Source: an optimization exercise on an open RTL-to-GDS flow (aim: a short achievable clock period and few clock cycles). Production flows keep margins and buffers that such runs may drop.
Function was checked by simulation only, so behaviour that the tests miss may differ from the original.

==> 03-11 <==
Design sha256_message_digest_unit, start of the top module:
module sha256_message_digest_unit (
    input  logic        clk,
    input  logic        rst_n,
    input  logic        in_valid,
    input  logic [7:0]  in_data_byte,
    input  logic        in_has_byte,
    input  logic        in_last,
    output logic        in_ready,
    output logic        out_valid,
    input  logic        out_ready,
    output logic [63:0] digest_bits_255_192,
    output logic [63:0] digest_bits_191_128,
    output logic [63:0] digest_bits_127_64,
    output logic [63:0] digest_bits_63_0
);
==> module sha_front, before the edit <==
module sha_front #(
    parameter int NC = 2
) (
    input  logic          clk,
    input  logic          rst_n,
    input  logic          in_valid,
    input  logic [7:0]    in_data_byte,
    input  logic          in_has_byte,
    input  logic          in_last,
    output logic          in_ready,
    input  logic [NC-1:0] p_free,
    output logic [NC-1:0] ld,
    output logic [511:0]  ld_data,
    output logic          ld_final,
    output logic          ld_extra,
    output logic          ld_extra80,
    output logic [63:0]   ld_bitlen
);
    localparam int QD = 4;
    localparam int CW = (NC > 4) ? 3 : (NC > 2) ? 2 : 1;
    logic       cap_v, cap_hb, cap_last;
    logic [7:0] cap_d;
    logic [9:0] qmem [QD];
    logic [1:0] wptr, rptr;
    logic [2:0] qcnt;
    logic [511:0] sbuf;
    logic [5:0]   scnt;
    logic [60:0]  mlen;
    logic [CW-1:0] cur;
    always_ff @(posedge clk or negedge rst_n)
    begin
        if (!rst_n)
            cap_v <= 1'b0;
        else
            cap_v <= in_valid && in_ready;
    end
    always_ff @(posedge clk)
    begin
        cap_d    <= in_data_byte;
        cap_hb   <= in_has_byte;
        cap_last <= in_last;
    end
    logic       hd_hb, hd_last;
    logic [7:0] hd_d;
    assign {hd_hb, hd_last, hd_d} = qmem[rptr];
    logic brdy, b_final, b_extra, b_extra80;
    logic [63:0] b_bitlen;
    logic [CW-1:0] bcur;
    logic pop, xfer;
    assign xfer = brdy && p_free[bcur];
    assign pop  = (qcnt != 3'd0) && (!brdy || p_free[bcur]);
    logic [6:0]   k;
    logic [60:0]  mlen_n;
    logic [63:0]  bitlen_n;
    logic [511:0] snew;
    logic         complete, fin_fit, fin_extra;
    assign k        = {1'b0, scnt} + {6'd0, hd_hb};
    assign mlen_n   = mlen + {60'd0, hd_hb};
    assign bitlen_n = {mlen_n, 3'b000};
    assign complete = (hd_hb && scnt == 6'd63) || hd_last;
    assign fin_fit  = hd_last && (k <= 7'd55);
    assign fin_extra = hd_last && (k > 7'd55);
    always_comb
    begin
        for (int j = 0; j < 64; j++)
        begin
            if (hd_hb && scnt == 6'(j))
                snew[511 - 8 * j -: 8] = hd_d;
            else if (hd_last && k == 7'(j))
                snew[511 - 8 * j -: 8] = 8'h80;
            else if (hd_last && k < 7'(j))
            begin
                if (fin_fit && j >= 56)
                    snew[511 - 8 * j -: 8] = bitlen_n[63 - 8 * (j - 56) -: 8];
                else
                    snew[511 - 8 * j -: 8] = 8'h00;
            end
            else
                snew[511 - 8 * j -: 8] = sbuf[511 - 8 * j -: 8];
        end
    end
    always_comb
    begin
        ld = '0;
        if (xfer)
            ld[bcur] = 1'b1;
    end
    assign ld_data    = sbuf;
    assign ld_final   = b_final;
    assign ld_extra   = b_extra;
    assign ld_extra80 = b_extra80;
    assign ld_bitlen  = b_bitlen;
    always_ff @(posedge clk)
    begin
        if (pop)
            sbuf <= snew;
        if (cap_v)
            qmem[wptr] <= {cap_hb, cap_last, cap_d};
        if (pop && complete)
        begin
            b_final   <= fin_fit;
            b_extra   <= fin_extra;
            b_extra80 <= (k == 7'd64);
            b_bitlen  <= bitlen_n;
            bcur      <= cur;
        end
    end
    logic [2:0] qcnt_n;
    assign qcnt_n = qcnt + {2'd0, cap_v} - {2'd0, pop};
    always_ff @(posedge clk)
    begin
        in_ready <= (qcnt_n <= 3'(QD - 2)) || ((qcnt_n == 3'(QD - 1)) && !in_ready);
    end
    always_ff @(posedge clk or negedge rst_n)
    begin
        if (!rst_n)
        begin
            wptr     <= '0;
            rptr     <= '0;
            qcnt     <= '0;
            scnt     <= '0;
            mlen     <= '0;
            brdy     <= 1'b0;
            cur      <= '0;
        end
        else
        begin
            if (cap_v)
                wptr <= wptr + 2'd1;
            if (pop)
                rptr <= rptr + 2'd1;
            qcnt     <= qcnt_n;
            if (pop && complete)
                brdy <= 1'b1;
            else if (xfer)
                brdy <= 1'b0;
            if (pop)
            begin
                if (hd_last)
                begin
                    mlen <= '0;
                    scnt <= '0;
                    cur  <= (cur == NC - 1) ? '0 : cur + 1'b1;
                end
                else
                begin
                    mlen <= mlen_n;
                    scnt <= scnt + {5'd0, hd_hb};
                end
            end
        end
    end
endmodule
==> flow/config.mk <==
export PLATFORM = sky130hd
export DESIGN_NAME = sha256_message_digest_unit
export DESIGN_NICKNAME = sha256_message_digest_unit
export VERILOG_FILES = /design/flow/design.v
export SDC_FILE = /design/flow/constraint.sdc
export NUM_CORES = 4
export LEC_CHECK = 0
export CAP_MARGIN = 35
export CORE_MARGIN = 2
export CORE_UTILIZATION = 40
export SLEW_MARGIN = 30
==> flow/constraint.sdc <==
create_clock -name core_clock -period 15.0 [get_ports {clk}]
set_input_delay 3.0000 -clock core_clock [delete_from_list [all_inputs] [get_ports {clk}]]
set_output_delay 3.0000 -clock core_clock [all_outputs]
set_load 0.01 [all_outputs]
standard.sh (not shown) runs the stock make flow with config.mk's settings and CLKGATE_MAP_FILE= SYNTH_SCRIPT=/design/flow/synth_recipe.tcl, a recipe that flattens the netlist after the stock synthesis.
==> flow/flow/run.sh <==
#!/bin/bash
# standard ORFS layout (the standard.sh: standard synthesis, floorplan, place, cts, route,
# finish) with repair_timing asked to leave 11 ns of setup slack at the 15 ns clock, so that
# the resizer keeps working on the paths the achieved period depends on
set -euo pipefail
bash standard.sh SETUP_SLACK_MARGIN=11 finish > make_finish.log 2>&1
==> 04-20 (differences from 03-11) <==
--- a/flow/design.v
+++ b/flow/design.v
@@ -1,5 +1,5 @@
 package sha_pkg;
-    localparam int NCORE = 2;
+    localparam int NCORE = 3;
     localparam logic [255:0] INIT_H = {32'h6a09e667, 32'hbb67ae85, 32'h3c6ef372, 32'ha54ff53a,
                                        32'h510e527f, 32'h9b05688c, 32'h1f83d9ab, 32'h5be0cd19};
     function automatic logic [31:0] round_k(input logic [5:0] i);
==> flow/flow/run.sh (replaced) <==
#!/bin/bash
# The standard layout (standard.sh: standard synthesis, floorplan, place, cts, route,
# finish) with repair_timing asked to leave 11 ns of setup slack at the 15 ns clock, and one
# step added after placement: each output port's buffer and the flip-flop that alone drives
# it are moved to the port's pin and the placement is legalized again (flow/tweak.tcl)
set -euo pipefail
R=orfs/results/${FLOW_PLATFORM}/sha256_message_digest_unit/base
bash standard.sh SETUP_SLACK_MARGIN=11 place > make_place.log 2>&1
ODB_IN=$R/3_place.odb ODB_OUT=$R/3_place_tweak.odb openroad -no_init -exit flow/tweak.tcl > tweak.log 2>&1
cp $R/3_place_tweak.odb $R/3_place.odb
bash standard.sh SETUP_SLACK_MARGIN=11 finish > make_finish.log 2>&1
==> flow/flow/tweak.tcl (new file) <==
# put each output port's buffer, and the flip-flop that alone drives it, at the port's pin
# (clamped into the core), then legalize
read_db $::env(ODB_IN)
set block [ord::get_db_block]
set core [$block getCoreArea]
set cx0 [$core xMin]; set cy0 [$core yMin]; set cx1 [expr {[$core xMax] - 20000}]; set cy1 [expr {[$core yMax] - 5440}]
set moved 0
foreach bterm [$block getBTerms] {
  if {[$bterm getIoType] ne "OUTPUT"} { continue }
  set net [$bterm getNet]
  if {$net eq "NULL"} { continue }
  set buf ""
  foreach it [$net getITerms] { if {[$it isOutputSignal]} { set buf [$it getInst] } }
  if {$buf eq ""} { continue }
  set bb [$bterm getBBox]
  set px [expr {([$bb xMin] + [$bb xMax]) / 2}]
  set py [expr {([$bb yMin] + [$bb yMax]) / 2}]
  set px [expr {max($cx0, min($cx1, $px))}]
  set py [expr {max($cy0, min($cy1, $py))}]
  $buf setLocation $px $py
  set bin ""
  foreach it [$buf getITerms] { if {[$it isInputSignal] && [[$it getNet] getSigType] eq "SIGNAL"} { set bin $it } }
  if {$bin eq ""} { continue }
  set n2 [$bin getNet]
  set drv ""
  set nload 0
  foreach it [$n2 getITerms] { if {[$it isOutputSignal]} { set drv [$it getInst] } else { incr nload } }
  if {$drv eq "" || $nload != 1} { continue }
  if {![[$drv getMaster] isSequential]} { continue }
  $drv setLocation $px $py
  incr moved
}
puts "moved $moved flip-flops with their output buffers to the pins"
detailed_placement
check_placement -verbose
write_db $::env(ODB_OUT)
==> 01-15 (differences from 03-11) <==
--- a/flow/design.v
+++ b/flow/design.v
@@ -140,7 +140,7 @@
         if (!rst_n)
             cap_v <= 1'b0;
         else
-            cap_v <= in_valid && in_ready;
+            cap_v <= in_valid && rdy;
     end
     always_ff @(posedge clk)
     begin
@@ -215,9 +215,11 @@
     end
     logic [2:0] qcnt_n;
     assign qcnt_n = qcnt + {2'd0, cap_v} - {2'd0, pop};
+    logic rdy;
     always_ff @(posedge clk)
     begin
         in_ready <= (qcnt_n <= 3'(QD - 2)) || ((qcnt_n == 3'(QD - 1)) && !in_ready);
+        rdy      <= (qcnt_n <= 3'(QD - 2)) || ((qcnt_n == 3'(QD - 1)) && !rdy);
     end
     always_ff @(posedge clk or negedge rst_n)
     begin
==> flow/flow/run.sh (replaced) <==
#!/bin/bash
# The standard layout (standard.sh: standard synthesis, floorplan, place, cts, route,
# finish) with repair_timing asked to leave 11 ns of setup slack at the 15 ns clock, and one
# step added after placement: each output port's buffer and the flip-flop that alone drives
# it are moved to the port's pin and the placement is legalized again (flow/tweak.tcl)
set -euo pipefail
R=orfs/results/${FLOW_PLATFORM}/sha256_message_digest_unit/base
bash standard.sh SETUP_SLACK_MARGIN=11 place > make_place.log 2>&1
ODB_IN=$R/3_place.odb ODB_OUT=$R/3_place_tweak.odb openroad -no_init -exit flow/tweak.tcl > tweak.log 2>&1
cp $R/3_place_tweak.odb $R/3_place.odb
bash standard.sh SETUP_SLACK_MARGIN=11 finish > make_finish.log 2>&1
==> flow/flow/tweak.tcl (new file) <==
# put each output port's buffer, and the flip-flop that alone drives it, at the port's pin
# (clamped into the core), then legalize
read_db $::env(ODB_IN)
set block [ord::get_db_block]
set core [$block getCoreArea]
set cx0 [$core xMin]; set cy0 [$core yMin]; set cx1 [expr {[$core xMax] - 20000}]; set cy1 [expr {[$core yMax] - 5440}]
set moved 0
foreach bterm [$block getBTerms] {
  if {[$bterm getIoType] ne "OUTPUT"} { continue }
  set net [$bterm getNet]
  if {$net eq "NULL"} { continue }
  set buf ""
  foreach it [$net getITerms] { if {[$it isOutputSignal]} { set buf [$it getInst] } }
  if {$buf eq ""} { continue }
  set bb [$bterm getBBox]
  set px [expr {([$bb xMin] + [$bb xMax]) / 2}]
  set py [expr {([$bb yMin] + [$bb yMax]) / 2}]
  set px [expr {max($cx0, min($cx1, $px))}]
  set py [expr {max($cy0, min($cy1, $py))}]
  $buf setLocation $px $py
  set bin ""
  foreach it [$buf getITerms] { if {[$it isInputSignal] && [[$it getNet] getSigType] eq "SIGNAL"} { set bin $it } }
  if {$bin eq ""} { continue }
  set n2 [$bin getNet]
  set drv ""
  set nload 0
  foreach it [$n2 getITerms] { if {[$it isOutputSignal]} { set drv [$it getInst] } else { incr nload } }
  if {$drv eq "" || $nload > 2} { continue }
  if {![[$drv getMaster] isSequential]} { continue }
  $drv setLocation $px $py
  incr moved
}
puts "moved $moved flip-flops with their output buffers to the pins"
detailed_placement
check_placement -verbose
write_db $::env(ODB_OUT)
CORE_UTILIZATION = 55   (was 40)
CTS_CLUSTER_DIAMETER = 120   (was unset)
CTS_CLUSTER_SIZE = 15   (was unset)
==> qor summary <==
Met3 WL: 01-15 108.3 mm; 03-11 91.39 mm; 04-20 161.6 mm
Count of sequential standard cells: 01-15 4959; 03-11 4958; 04-20 6958
Arithmetic-cell share of the synthesized area counting full adders, half adders and majority gates: 01-15 0.1076; 03-11 0.1069; 04-20 0.1126
Run status: 01-15 complete, no violations; 03-11 complete, no violations; 04-20 complete, no violations
Proportion of cell area occupied by multi-input gates: 01-15 0.4437; 03-11 0.4310; 04-20 0.4363
RR Endpoint: 01-15 g_core[1].u_core.a[27]; 03-11 g_core[1].u_core.a[30]; 04-20 g_core[1].u_core.a[31]
R2R setup slack: 01-15 10600 ps; 03-11 10530 ps; 04-20 10440 ps
Compound-cell area share of the yosys netlist: 01-15 0.1113; 03-11 0.1162; 04-20 0.1221
Crit. Startpoint: 01-15 out_reg[211]; 03-11 out_reg[149]; 04-20 u_front.in_ready
Height of the die: 01-15 679.3 um; 03-11 798.8 um; 04-20 949.6 um
Worst setup endpoint: 01-15 digest_bits_255_192[19]; 03-11 digest_bits_191_128[21]; 04-20 in_ready
Cell area after layout: 01-15 286000 um2; 03-11 302300 um2; 04-20 427900 um2
Area share of the leading cell type in the synthesized netlist: 01-15 0.2264; 03-11 0.2247; 04-20 0.2123
Post-CTS clock slew at the launch and capture registers of the worst setup and hold paths: 01-15 70 ps; 03-11 60 ps; 04-20 60 ps
Area growth from synthesis to final layout: 01-15 14.03%; 03-11 19.63%; 04-20 19.65%
Sequential-to-total area share from yosys stat: 01-15 0.4850; 03-11 0.4812; 04-20 0.4741
Number of antenna violations at the first check in global routing: 01-15 176; 03-11 146; 04-20 233
M3 GR Usage: 01-15 0.09092; 03-11 0.06221; 04-20 0.07161
Clock buffers created by TritonCTS: 01-15 369; 03-11 564; 04-20 758
Testbench counts of 03-11, summed over its fixed seeds: cycles 33,427.
Testbench counts of 04-20, summed over its fixed seeds: cycles 32,777.
Testbench counts of 01-15, summed over its fixed seeds: cycles 33,427.

========
==> inputs of run a <==
sha256_message_digest_unit, a different RTL version from the one above (not shown whole).
Settings: LEC_CHECK=0, CAP_MARGIN=20, CORE_MARGIN=2, CORE_UTILIZATION=60, PLACE_DENSITY=0.7, SLEW_MARGIN=20; clock period 15.0 ns.
==> flow/flow/run.sh <==
#!/bin/bash
# standard ORFS layout (the standard.sh: standard synthesis, floorplan, place, cts, route,
# finish) with repair_timing asked to leave 11 ns of setup slack at the 15 ns clock, so that
# the resizer keeps working on the paths the achieved period depends on
set -euo pipefail
bash standard.sh SETUP_SLACK_MARGIN=11 finish > make_finish.log 2>&1
==> run b (differences from run a) <==
--- a/flow/design.v
+++ b/flow/design.v
@@ -1,8 +1,8 @@
 package sha_pkg;
-    localparam int NCORE = 3;
+    localparam int NCORE = 2;
     localparam logic [255:0] INIT_H = {32'h6a09e667, 32'hbb67ae85, 32'h3c6ef372, 32'ha54ff53a,
                                        32'h510e527f, 32'h9b05688c, 32'h1f83d9ab, 32'h5be0cd19};
     function automatic logic [31:0] round_k(input logic [5:0] i);
         case (i)
             6'd0: round_k = 32'h428a2f98;
             6'd1: round_k = 32'h71374491;
@@ -89,25 +89,12 @@
     function automatic logic [31:0] csa_c(input logic [31:0] x, input logic [31:0] y,
                                           input logic [31:0] z);
         logic [31:0] m;
         m = (x & y) | (x & z) | (y & z);
         csa_c = {m[30:0], 1'b0};
     endfunction
-    function automatic logic [31:0] add32(input logic [31:0] x, input logic [31:0] y);
-        logic [31:0] g, p;
-        g = x & y;
-        p = x ^ y;
-        for (int l = 0; l < 5; l++)
-            for (int i = 0; i < 32; i++)
-                if (((i >> l) & 1) == 1)
-                begin
-                    g[i] = g[i] | (p[i] & g[((i >> l) << l) - 1]);
-                    p[i] = p[i] & p[((i >> l) << l) - 1];
-                end
-        add32 = x ^ y ^ {g[30:0], 1'b0};
-    endfunction
 endpackage
 module sha_front #(
     parameter int NC = 2
 ) (
     input  logic          clk,
     input  logic          rst_n,
@@ -284,15 +271,17 @@
     logic [31:0]  hh [8];
     logic [31:0]  w [16];
     logic [31:0]  kwp, kwq, p, q;
     logic         f61;
     logic [31:0]  kreg;
     logic [5:0]   rk;
+    logic [255:0] dreg;
+    logic         dvalid;
     assign p_free    = !pfull;
-    assign dig       = {hh[0], hh[1], hh[2], hh[3], hh[4], hh[5], hh[6], hh[7]};
-    assign dig_valid = (cstate == C_DONE);
+    assign dig       = dreg;
+    assign dig_valid = dvalid;
     logic setup, last_rnd;
     assign setup    = (cstate == C_IDLE) && pfull;
     assign last_rnd = (rnd == 6'd63);
     function automatic logic [31:0] pw(input logic [511:0] blk, input int i);
         pw = blk[511 - 32 * i -: 32];
     endfunction
@@ -302,43 +291,43 @@
     assign s1 = sha_pkg::bsig1(e);
     assign ch = (e & f) ^ (~e & g);
     assign s0 = sha_pkg::bsig0(a);
     assign mj = (a & b) | (a & c) | (b & c);
     assign ex  = sha_pkg::csa_s(q, s1, ch);
     assign ey  = sha_pkg::csa_c(q, s1, ch);
-    assign e_n = sha_pkg::add32(ex, ey);
-    assign ax1 = sha_pkg::csa_s(p, ch, mj);
-    assign ay1 = sha_pkg::csa_c(p, ch, mj);
-    assign ax2 = sha_pkg::csa_s(ax1, ay1, s1);
-    assign ay2 = sha_pkg::csa_c(ax1, ay1, s1);
-    assign ax3 = sha_pkg::csa_s(ax2, ay2, s0);
-    assign ay3 = sha_pkg::csa_c(ax2, ay2, s0);
-    assign a_n = sha_pkg::add32(ax3, ay3);
+    assign e_n = ex + ey;
+    assign ax1 = sha_pkg::csa_s(p, s1, ch);
+    assign ay1 = sha_pkg::csa_c(p, s1, ch);
+    assign ax2 = sha_pkg::csa_s(ax1, ay1, s0);
+    assign ay2 = sha_pkg::csa_c(ax1, ay1, s0);
+    assign ax3 = sha_pkg::csa_s(ax2, ay2, mj);
+    assign ay3 = sha_pkg::csa_c(ax2, ay2, mj);
+    assign a_n = ax3 + ay3;
     logic [31:0] qx1, qy1;
     logic [31:0] p_n, q_n;
-    assign p_n = sha_pkg::add32(g, kwp);
+    assign p_n = g + kwp;
     assign qx1 = sha_pkg::csa_s(g, kwq, c);
     assign qy1 = sha_pkg::csa_c(g, kwq, c);
-    assign q_n = sha_pkg::add32(qx1, qy1);
+    assign q_n = qx1 + qy1;
     logic [31:0] wn, kwp_n, kwq_n, ha, hb, kx1, ky1, kx2, ky2;
     logic [31:0] wx1, wy1, wx2, wy2, ws0, ws1;
     assign ws0  = sha_pkg::sig0(w[1]);
     assign ws1  = sha_pkg::sig1(w[14]);
     assign wx1  = sha_pkg::csa_s(ws0, ws1, w[9]);
     assign wy1  = sha_pkg::csa_c(ws0, ws1, w[9]);
     assign wx2  = sha_pkg::csa_s(wx1, wy1, w[0]);
     assign wy2  = sha_pkg::csa_c(wx1, wy1, w[0]);
-    assign wn   = sha_pkg::add32(wx2, wy2);
+    assign wn   = wx2 + wy2;
     assign ha    = f61 ? hh[0] : 32'd0;
     assign hb    = f61 ? hh[4] : 32'd0;
     assign kx1   = sha_pkg::csa_s(kreg, w[0], ha);
     assign ky1   = sha_pkg::csa_c(kreg, w[0], ha);
-    assign kwp_n = sha_pkg::add32(kx1, ky1);
+    assign kwp_n = kx1 + ky1;
     assign kx2   = sha_pkg::csa_s(kreg, w[0], hb);
     assign ky2   = sha_pkg::csa_c(kreg, w[0], hb);
-    assign kwq_n = sha_pkg::add32(kx2, ky2);
+    assign kwq_n = kx2 + ky2;
     logic [31:0] m0, m1, m2, m9, m10, m14, m15;
     logic [31:0] w16, w17, p0, q0, kw1;
     assign m0  = pw(pbuf, 0);
     assign m1  = pw(pbuf, 1);
     assign m2  = pw(pbuf, 2);
     assign m9  = pw(pbuf, 9);
@@ -350,24 +339,24 @@
     assign s16 = sha_pkg::sig1(m14);
     assign s17 = sha_pkg::sig1(m15);
     assign x16 = sha_pkg::csa_s(s16, m9, sha_pkg::sig0(m1));
     assign y16 = sha_pkg::csa_c(s16, m9, sha_pkg::sig0(m1));
     assign u16 = sha_pkg::csa_s(x16, y16, m0);
     assign v16 = sha_pkg::csa_c(x16, y16, m0);
-    assign w16 = sha_pkg::add32(u16, v16);
+    assign w16 = u16 + v16;
     assign x17 = sha_pkg::csa_s(s17, m10, sha_pkg::sig0(m2));
     assign y17 = sha_pkg::csa_c(s17, m10, sha_pkg::sig0(m2));
     assign u17 = sha_pkg::csa_s(x17, y17, m1);
     assign v17 = sha_pkg::csa_c(x17, y17, m1);
-    assign w17 = sha_pkg::add32(u17, v17);
+    assign w17 = u17 + v17;
     assign px0  = sha_pkg::csa_s(hh[7], 32'h428a2f98, m0);
     assign py0  = sha_pkg::csa_c(hh[7], 32'h428a2f98, m0);
-    assign p0   = sha_pkg::add32(px0, py0);
+    assign p0   = px0 + py0;
     assign qx0  = sha_pkg::csa_s(px0, py0, hh[3]);
     assign qy0  = sha_pkg::csa_c(px0, py0, hh[3]);
-    assign q0   = sha_pkg::add32(qx0, qy0);
+    assign q0   = qx0 + qy0;
     assign kw1 = 32'h71374491 + m1;
     always_ff @(posedge clk)
     begin
         if (setup)
         begin
             for (int i = 0; i < 14; i++)
@@ -461,35 +450,49 @@
                 C_ROUND:
                 begin
                     rnd <= rnd + 6'd1;
                     if (last_rnd)
                     begin
                         hh[0] <= a_n;
-                        hh[1] <= sha_pkg::add32(hh[1], a);
-                        hh[2] <= sha_pkg::add32(hh[2], b);
-                        hh[3] <= sha_pkg::add32(hh[3], c);
+                        hh[1] <= hh[1] + a;
+                        hh[2] <= hh[2] + b;
+                        hh[3] <= hh[3] + c;
                         hh[4] <= e_n;
-                        hh[5] <= sha_pkg::add32(hh[5], e);
-                        hh[6] <= sha_pkg::add32(hh[6], f);
-                        hh[7] <= sha_pkg::add32(hh[7], g);
+                        hh[5] <= hh[5] + e;
+                        hh[6] <= hh[6] + f;
+                        hh[7] <= hh[7] + g;
                         cstate <= blk_final ? C_DONE : C_IDLE;
                     end
                 end
                 C_DONE:
                 begin
-                    if (dig_take)
+                    if (!dvalid)
                     begin
                         for (int i = 0; i < 8; i++)
                             hh[i] <= sha_pkg::INIT_H[255 - 32 * i -: 32];
                         cstate <= C_IDLE;
                     end
                 end
                 default: cstate <= C_IDLE;
             endcase
         end
     end
+    always_ff @(posedge clk)
+    begin
+        if (cstate == C_DONE && !dvalid)
+            dreg <= {hh[0], hh[1], hh[2], hh[3], hh[4], hh[5], hh[6], hh[7]};
+    end
+    always_ff @(posedge clk or negedge rst_n)
+    begin
+        if (!rst_n)
+            dvalid <= 1'b0;
+        else if (cstate == C_DONE && !dvalid)
+            dvalid <= 1'b1;
+        else if (dig_take)
+            dvalid <= 1'b0;
+    end
 endmodule
 module sha256_message_digest_unit (
     input  logic        clk,
     input  logic        rst_n,
     input  logic        in_valid,
     input  logic [7:0]  in_data_byte,
@@ -529,23 +532,26 @@
     always_comb
     begin
         dig_take = '0;
         if (fill)
             dig_take[turn] = 1'b1;
     end
+    always_ff @(posedge clk)
+    begin
+        if (fill)
+            out_reg <= dig[turn];
+    end
     always_ff @(posedge clk or negedge rst_n)
     begin
         if (!rst_n)
         begin
             out_valid <= 1'b0;
             turn      <= '0;
-            out_reg   <= '0;
         end
         else if (fill)
         begin
-            out_reg   <= dig[turn];
             out_valid <= 1'b1;
             turn      <= (turn == NC - 1) ? '0 : turn + 1'b1;
         end
         else if (out_ready)
             out_valid <= 1'b0;
     end
CORE_UTILIZATION = 40   (was 60)
PLACE_DENSITY = not set   (was 0.7)
==> summary.txt <==
Run a aborted during global routing. Run b finished with timing, DRC and antenna clean.
Between run b and run a, the lower area after synthesis is in run b (gap about 22%, measured against run a).
Of run a and run b, run a has the higher synthesized cell count (gap about 33%, measured against run b).
==> figures <==
item                                                                                 run a           run b
Run status                                                       aborted with a tool error  finished clean
Stage where the flow stopped                                                global routing               -
Net Count, Synth                                                                    36,982          27,372
Post-CTS Resized                                                                     3,151           2,500
Initial standard-cell utilization of the core                                       0.6014          0.4013
Number of different library cells in the post-synthesis netlist                        104             119
Instance area after placement                                                  341,700 um2     271,300 um2
Setup repair bufs after CTS                                                            865             551
Adder and majority cell fraction of the synthesized area                            0.1561          0.1279
Gate Count Post-Synth                                                               33,737          25,295
Post-placement worst setup slack                                                  8.849 ns        9.077 ns
Share of synthesized area spent on multiplexers                                   0.006204         0.01833
Post-synthesis compound-gate area fraction                                          0.1055          0.1093
Testbench counts of run a, summed over its fixed seeds: cycles 32,777.
Testbench counts of run b, summed over its fixed seeds: cycles 33,402.

static timing again, ports no longer ideal:
In the flow no input, the clock included, has a driving cell. The finished layouts below were timed again as built, in two steps.
Step 1 (the two cells are an assumption about what drives the block):
set clk [get_ports {clk}]
set_driving_cell -lib_cell sky130_fd_sc_hd__clkbuf_16 $clk
set_driving_cell -lib_cell sky130_fd_sc_hd__buf_2 [delete_from_list [all_inputs] $clk]
Step 2 times the ports against the registers' clock, not the clock port: input delays grow and output delays shrink by t, the midpoint of the rising clock arrivals with the driver on.
a / b / c = ideal / step 1 / step 2; a / b = the first two.
run | t, ns | slack for setup (ns) | worst setup path after step 2 | cell pins on the clock port's net
03-11 | 1.248 | 10.283 / 10.134 / 9.573 | input to register | 1
04-20 | 1.356 | 10.286 / 10.137 / 9.694 | input to register | 1
01-15 | 1.171 | 10.466 / 10.332 / 9.913 | input to register | 1
run b | 1.231 | 9.967 / 9.828 / 9.956 | input, reset recovery | 1
After both steps every run listed still meets setup and hold. The setup slack of 03-11, which loses most, moves by -0.149 ns with the drivers and by -0.710 ns with both steps. Setup slack includes reset recovery checks.
